Background: an optimization exercise with open tools, aiming at small area. Do not read the settings as production practice.
Where RTL was checked, it was by simulation tests only, not by an equivalence proof against the original.

== before ==
==> flow/design.v (excerpt) <==
module rtype_mc_datapath #(
    parameter int DATA_W = 32,
    parameter int NREGS  = 32
) (
    input  logic              clk,
    input  logic              reset,
    input  logic              instr_valid,
    output logic              instr_ready,
    input  logic [31:0]       instr,
    output logic [DATA_W-1:0] out,
    output logic [5:0]        op,
    output logic              zero,
    output logic              done,
    output logic              illegal,
    output logic              ovf,
    input  logic [4:0]        dbg_addr,
    output logic [DATA_W-1:0] dbg_data
);
export LEC_CHECK = 0
export CAP_MARGIN = 5
export CELL_PAD_IN_SITES_DETAIL_PLACEMENT = 1
export CELL_PAD_IN_SITES_GLOBAL_PLACEMENT = 2
export CORE_MARGIN = 2
export CORE_UTILIZATION = 50
export GPL_TIMING_DRIVEN = 0
export PLACE_DENSITY = 0.6
export SLEW_MARGIN = 5
export SYNTH_HIERARCHICAL = 1
export SYNTH_MINIMUM_KEEP_SIZE = 0
create_clock -name core_clock -period 8.0 [get_ports {clk}]
standard.sh (not shown) runs the stock make flow with config.mk's settings and CLKGATE_MAP_FILE= SYNTH_SCRIPT=/design/flow/synth_recipe.tcl, a recipe that flattens the netlist after the stock synthesis.
==> flow/flow/run.sh <==
#!/bin/bash
# Standard ORFS layout with these changes: ports are buffered with buf_1 (the smallest
# buffer) instead of ORFS's default pick; CTS uses clkbuf_8 with sink clusters of up to
# 16 flip-flops within 50 um, and no dummy loads.
set -euo pipefail
bash standard.sh synth > synth.log 2>&1
bash standard.sh finish \
  "BUFFER_PORTS_ARGS=-buffer_cell sky130_fd_sc_hd__buf_1" \
  "CTS_ARGS=-sink_clustering_enable -repair_clock_nets -dont_use_dummy_load -buf_list sky130_fd_sc_hd__clkbuf_8 -sink_clustering_size 16 -sink_clustering_max_diameter 50" \
  > layout.log 2>&1
Modified inputs, after compared to before
--- a/flow/design.v
+++ b/flow/design.v
@@ -139,30 +139,32 @@
     logic [4:0]  raddr;
     logic [4:0]  slot;
     logic        ren, uninit;
     logic [30:0] sel;
     logic [31:0] word;
     assign raddr  = busy_q ? ia_q : dbg_addr;
     logic ge;
     rf_slot u_slot(.r(raddr), .g(g_q), .slot(slot), .ge(ge));
     assign uninit = init_q & ge & (raddr != 5'd0);
     assign ren    = (raddr != 5'd0) & ~uninit;
+    logic [30:0] sel_hi;
     rf_dec u_dec(.slot(slot), .en(ren), .sel(sel));
+    rf_dec u_dec_hi(.slot(slot), .en(ren), .sel(sel_hi));
     for (genvar b = 0; b < 32; b++) begin : g_rd
         logic [30:0] d;
         for (genvar k = 0; k < 31; k++) begin : g_k
             assign d[k] = ring_q[k][b];
         end
         if (b < 5) begin : g_lo
             rf_bitmux_lo u_mux(.sel(sel), .d(d), .xs(uninit), .xd(raddr[b]), .y(word[b]));
         end else begin : g_hi
-            rf_bitmux_hi u_mux(.sel(sel), .d(d), .y(word[b]));
+            rf_bitmux_hi u_mux(.sel(b < 16 ? sel : sel_hi), .d(d), .y(word[b]));
         end
     end
     assign dbg_data = word;
     logic [4:0]  kk;
     logic [6:0]  j;
     logic [31:0] word1;
     logic        oor0, oor1, fill, bn0, bn1, b0, b1, a0, a1, c1, c2, s0, s1, ins0, ins1, bb0, bb1;
     assign kk    = is_shift ? shamt : 5'd0;
     assign j     = is_sll ? ({2'b0, t_inc[3:0], 1'b0} - {2'b0, kk}) : ({2'b0, t_inc[3:0], 1'b0} + {2'b0, kk});
     assign fill  = is_sra & word[31];
Notes after the runs:
Achievable frequency: after vs before — no meaningful difference
before → after: area overhead of the layout relative to synthesis now sits higher, number of placement rows now sits higher, number of standard cells in the layout, taps in and fillers out now sits higher, sequential share of layout area now sits lower, via count now sits higher.
Delta (after minus before): critical path depth shows a reduction of 1; post-synthesis async set-or-reset flop share shows no meaningful change; core outline area shows an increase of 1.5%.
The higher global-route usage came out of before.
The number of resized instances in the post-cts repair step in after was higher than what before gave.
Function not checked in after: the RTL went through the layout flow alone.

## run G
Another version of the RTL of rtype_mc_datapath (not shown whole).
Size: roughly 2000 cells after synthesis, about 1100 flip-flops, about 29000 um^2 of cells after synthesis.
==> flow/config.mk <==
export PLATFORM = sky130hd
export DESIGN_NAME = rtype_mc_datapath
export DESIGN_NICKNAME = rtype_mc_datapath
export VERILOG_FILES = /design/flow/design.v
export SDC_FILE = /design/flow/constraint.sdc
export NUM_CORES = 4
export LEC_CHECK = 0
export CAP_MARGIN = 5
export CELL_PAD_IN_SITES_DETAIL_PLACEMENT = 1
export CELL_PAD_IN_SITES_GLOBAL_PLACEMENT = 2
export CORE_MARGIN = 2
export CORE_UTILIZATION = 65
export GPL_TIMING_DRIVEN = 0
export PLACE_DENSITY = 0.75
export SLEW_MARGIN = 5
export SYNTH_HIERARCHICAL = 1
export SYNTH_MINIMUM_KEEP_SIZE = 0
==> flow/constraint.sdc <==
create_clock -name core_clock -period 8.0 [get_ports {clk}]
set_input_delay 1.6000 -clock core_clock [delete_from_list [all_inputs] [get_ports {clk}]]
set_output_delay 1.6000 -clock core_clock [all_outputs]
set_load 0.01 [all_outputs]
==> flow/flow/run.sh <==
#!/bin/bash
# Standard ORFS layout with these changes: ports are buffered with buf_1 (the smallest
# buffer) instead of ORFS's default pick; synthesis buffers are removed at floorplan;
# before repair_design, drivers of nets with 10
# or more loads get drive strength 4 (flow/presize.tcl); CTS uses clkbuf_8 with sink
# clusters of up to 16 flip-flops within 50 um, and no dummy loads.
set -euo pipefail
here=$(pwd)
bash standard.sh synth > synth.log 2>&1
bash standard.sh finish \
  "BUFFER_PORTS_ARGS=-buffer_cell sky130_fd_sc_hd__buf_1" \
  "PRE_RESIZE_TCL=$here/flow/presize.tcl" \
  "REMOVE_ABC_BUFFERS=1" \
  "CTS_ARGS=-sink_clustering_enable -repair_clock_nets -dont_use_dummy_load -buf_list sky130_fd_sc_hd__clkbuf_8 -sink_clustering_size 16 -sink_clustering_max_diameter 50" \
  > layout.log 2>&1
==> flow/flow/presize.tcl <==
# Before repair_design: give each combinational driver of a net with 10 or more loads the
# _4 drive strength of its own cell, so the net needs no slew buffers.
set n_up 0
foreach inst [get_cells *] {
  set master [get_property $inst ref_name]
  if {![regexp {^(sky130_fd_sc_hd__[a-z0-9]+)_([0-9]+)$} $master -> base size]} { continue }
  if {[string match "*df*" $base] || [string match "*buf*" $base] || [string match "*inv*" $base]} { continue }
  if {$size >= 4} { continue }
  set fo 0
  foreach pin [get_pins -of_objects $inst -filter "direction==output"] {
    set net [get_nets -quiet -of_objects $pin]
    if {$net eq ""} { continue }
    set n [llength [get_pins -quiet -of_objects $net -filter "direction==input"]]
    if {$n > $fo} { set fo $n }
  }
  if {$fo < 10} { continue }
  set target [get_lib_cells -quiet */${base}_4]
  if {$target eq ""} { continue }
  replace_cell $inst [get_name $target]
  incr n_up
}
puts "presize: $n_up drivers set to drive strength 4"
Run G | ERROR | global routing (5_1_grt)
### run G -> run D
-- flow/design.v --
<<< run G, line 114
    output logic [DATA_W-1:0] dbg_data
);
    localparam logic [4:0] T_IDLE = 5'd17, T_LOAD = 5'd31, T_DONE = 5'd16;
    logic [4:0]  t_q, t_d;
    logic [4:0]  ia_q;      
>>> run D, line 114
    output logic [DATA_W-1:0] dbg_data
);
    localparam logic [4:0] T_IDLE = 5'd17, T_LOAD = 5'd30, T_PRE = 5'd31, T_DONE = 5'd16;
    logic [4:0]  t_q, t_d;
    logic [4:0]  ia_q;      
<<< run G, line 121
    logic        rdnz_q;
    logic [31:0] a_q, a_d;
    logic        cy_q, f_q, z_q;
    logic [4:0]  g_q;
    logic        init_q;
    logic [31:0] ring_q [31];
    logic is_load, is_step, is_done, wait_in;
    logic [4:0] t_inc;
    assign t_inc   = t_q + 5'd1;
    assign is_load = (t_q == T_LOAD);
    assign is_step = ~t_q[4];
>>> run D, line 121
    logic        rdnz_q;
    logic [31:0] a_q, a_d;
    logic        cy_q, f_q, z_q, b0_q, b1_q;
    logic [4:0]  g_q;
    logic        init_q;
    logic [31:0] ring_q [31];
    logic is_load, is_pre, is_step, is_done, wait_in;
    logic [4:0] t_inc;
    assign t_inc   = t_q + 5'd1;
    assign is_pre  = (t_q == T_PRE);
    assign is_load = (t_q == T_LOAD);
    assign is_step = ~t_q[4];
<<< run G, line 190
    logic [5:0]  pe, po;
    logic [15:0] w_even, w_odd;
    logic        oor0, oor1, fill, m_even, m_odd, b0, b1, a0, a1, c1, c2, s0, s1, ins0, ins1, bb0, bb1;
    assign kk     = is_shift ? shamt : 5'd0;
    assign j0     = {2'b0, t_q[3:0], 1'b0} + ({7{is_sll}} ^ {2'b0, kk}) + {6'd0, is_sll};
    assign po     = j0[6:1];
    assign pe     = po + {5'd0, j0[0]};
>>> run D, line 191
    logic [5:0]  pe, po;
    logic [15:0] w_even, w_odd;
    logic        oor0, oor1, fill, m_even, m_odd, bn0, bn1, b0, b1, a0, a1, c1, c2, s0, s1, ins0, ins1, bb0, bb1;
    assign kk     = is_shift ? shamt : 5'd0;
    assign j0     = {2'b0, t_inc[3:0], 1'b0} + ({7{is_sll}} ^ {2'b0, kk}) + {6'd0, is_sll};
    assign po     = j0[6:1];
    assign pe     = po + {5'd0, j0[0]};
<<< run G, line 206
    assign oor0   = po[5] | po[4];
    assign oor1   = pe[5] | pe[4];
    assign b0     = oor0 ? fill : (j0[0] ? m_odd : m_even);
    assign b1     = oor1 ? fill : (j0[0] ? m_even : m_odd);
    assign a0    = a_q[0];
    assign a1    = a_q[1];
>>> run D, line 207
    assign oor0   = po[5] | po[4];
    assign oor1   = pe[5] | pe[4];
    assign bn0    = oor0 ? fill : (j0[0] ? m_odd : m_even);
    assign bn1    = oor1 ? fill : (j0[0] ? m_even : m_odd);
    assign b0    = b0_q;
    assign b1    = b1_q;
    assign a0    = a_q[0];
    assign a1    = a_q[1];
<<< run G, line 232
    logic       accept, we;
    assign rd_in       = instr[15:11];
    assign g_ahead     = (g_q <= 5'd13) ? g_q + 5'd18 : g_q - 5'd13;
    assign instr_ready = wait_in & ((rd_in == 5'd0) | (rd_in == g_ahead));
    assign accept      = instr_valid & instr_ready;
>>> run D, line 235
    logic       accept, we;
    assign rd_in       = instr[15:11];
    assign g_ahead     = (g_q <= 5'd12) ? g_q + 5'd19 : g_q - 5'd12;
    assign instr_ready = wait_in & ((rd_in == 5'd0) | (rd_in == g_ahead));
    assign accept      = instr_valid & instr_ready;
<<< run G, line 254
        end
    end
    logic        not_load;
    logic [31:0] a_sh;
    assign not_load = ~is_load;
    assign a_sh     = {ins1, ins0, a_q[31:2]};
    for (genvar b = 0; b < 32; b++) begin : g_a
        rf_ao22 u(.a1(is_load), .b1(word[b]), .a2(not_load), .b2(a_sh[b]), .y(a_d[b]));
    end
    always_ff @(posedge clk) begin
        ia_q <= wait_in ? instr[25:21] : rt;
>>> run D, line 257
        end
    end
    logic not_load, shift_in;
    logic [31:0] a_rot;
    assign not_load = ~is_load;
    assign shift_in = ~is_load & ~is_pre;
    assign a_rot    = {word[29:0], word[31:30]};
    for (genvar b = 0; b < 30; b++) begin : g_a
        rf_ao22 u(.a1(is_load), .b1(a_rot[b]), .a2(not_load), .b2(a_q[b + 2]), .y(a_d[b]));
    end
    rf_ao222 u_a30(.a1(is_load), .b1(a_rot[30]), .a2(is_pre), .b2(a_q[0]), .a3(shift_in), .b3(ins0), .y(a_d[30]));
    rf_ao222 u_a31(.a1(is_load), .b1(a_rot[31]), .a2(is_pre), .b2(a_q[1]), .a3(shift_in), .b3(ins1), .y(a_d[31]));
    always_ff @(posedge clk) begin
        ia_q <= wait_in ? instr[25:21] : rt;
<<< run G, line 267
            rdnz_q <= (rd_in != 5'd0);
        end
        a_q   <= a_d;
        cy_q  <= is_step ? c2 : inv_b;
        z_q   <= is_step ? (z_q & ~ins0 & ~ins1) : 1'b1;
>>> run D, line 273
            rdnz_q <= (rd_in != 5'd0);
        end
        a_q <= a_d;
        b0_q  <= bn0;
        b1_q  <= bn1;
        cy_q  <= is_step ? c2 : inv_b;
        z_q   <= is_step ? (z_q & ~ins0 & ~ins1) : 1'b1;
==> comparison <==
- The height of the die was comparable across run G and run D.
- The count of clock tree sinks of run D and that of run G are within noise of each other.
- On post-synthesis instance total: run D sits below run G.
- Diff run G -> run D: global placer's final weighted congestion fell 0.022; post-synthesis average cell area higher.
- What run G reported for distinct cell type count after synthesis has to be multiplied by 1.10 to get the figure for run D.
- Relative to run G, total instance count after detailed placement has gone down in run D.
- As far as cell area after synthesis is concerned, run D and run G perform about the same.
- There was hardly any difference in die width between run D and run G.
- Comparing run G with run D, the synthesized flop and latch total came out essentially unchanged.
- The final reports for run D and run G show area share of xor/xnor cells in the synthesized design lower in the former.
- Of run G and run D, just one finished clean: run D.
- | HPWL after detailed placement | lower: run D |
- Share of flip-flops with an asynchronous set or reset after synthesis delta (run G -> run D): insignificant
The RTL of run G was laid out without a check of its function.

static timing again, ports no longer ideal:
Ports are ideal in the flow. The routed layouts listed here were re-timed in OpenROAD. Step 1 (the two cells are an assumption about what drives the block):
set clk [get_ports {clk}]
set_driving_cell -lib_cell sky130_fd_sc_hd__clkbuf_16 $clk
set_driving_cell -lib_cell sky130_fd_sc_hd__buf_2 [delete_from_list [all_inputs] $clk]
Step 2 moves the port delays by t, midway between the first and last clock arrival at a register: inputs arrive t later, outputs are due t later. That takes back most of the time a late clock gives input paths. Three values: no drivers, after step 1, after step 2; two values: the first two.
run	shift t [ns]	slack for setup (ns)	hold WS [ns]	cell pins on the clock port's net
before	0.734	0.126 / 0.080 / 0.080	0.289 / 0.289 / 0.289	1
after	0.728	0.144 / 0.113 / 0.113	0.282 / 0.282 / 0.282	1
run D	0.744	0.295 / 0.273 / 0.273	0.330 / 0.330 / 0.330	1
After both steps every run listed still meets setup and hold. The setup slack of before, which loses most, moves by -0.046 ns with the drivers and by -0.046 ns with both steps.
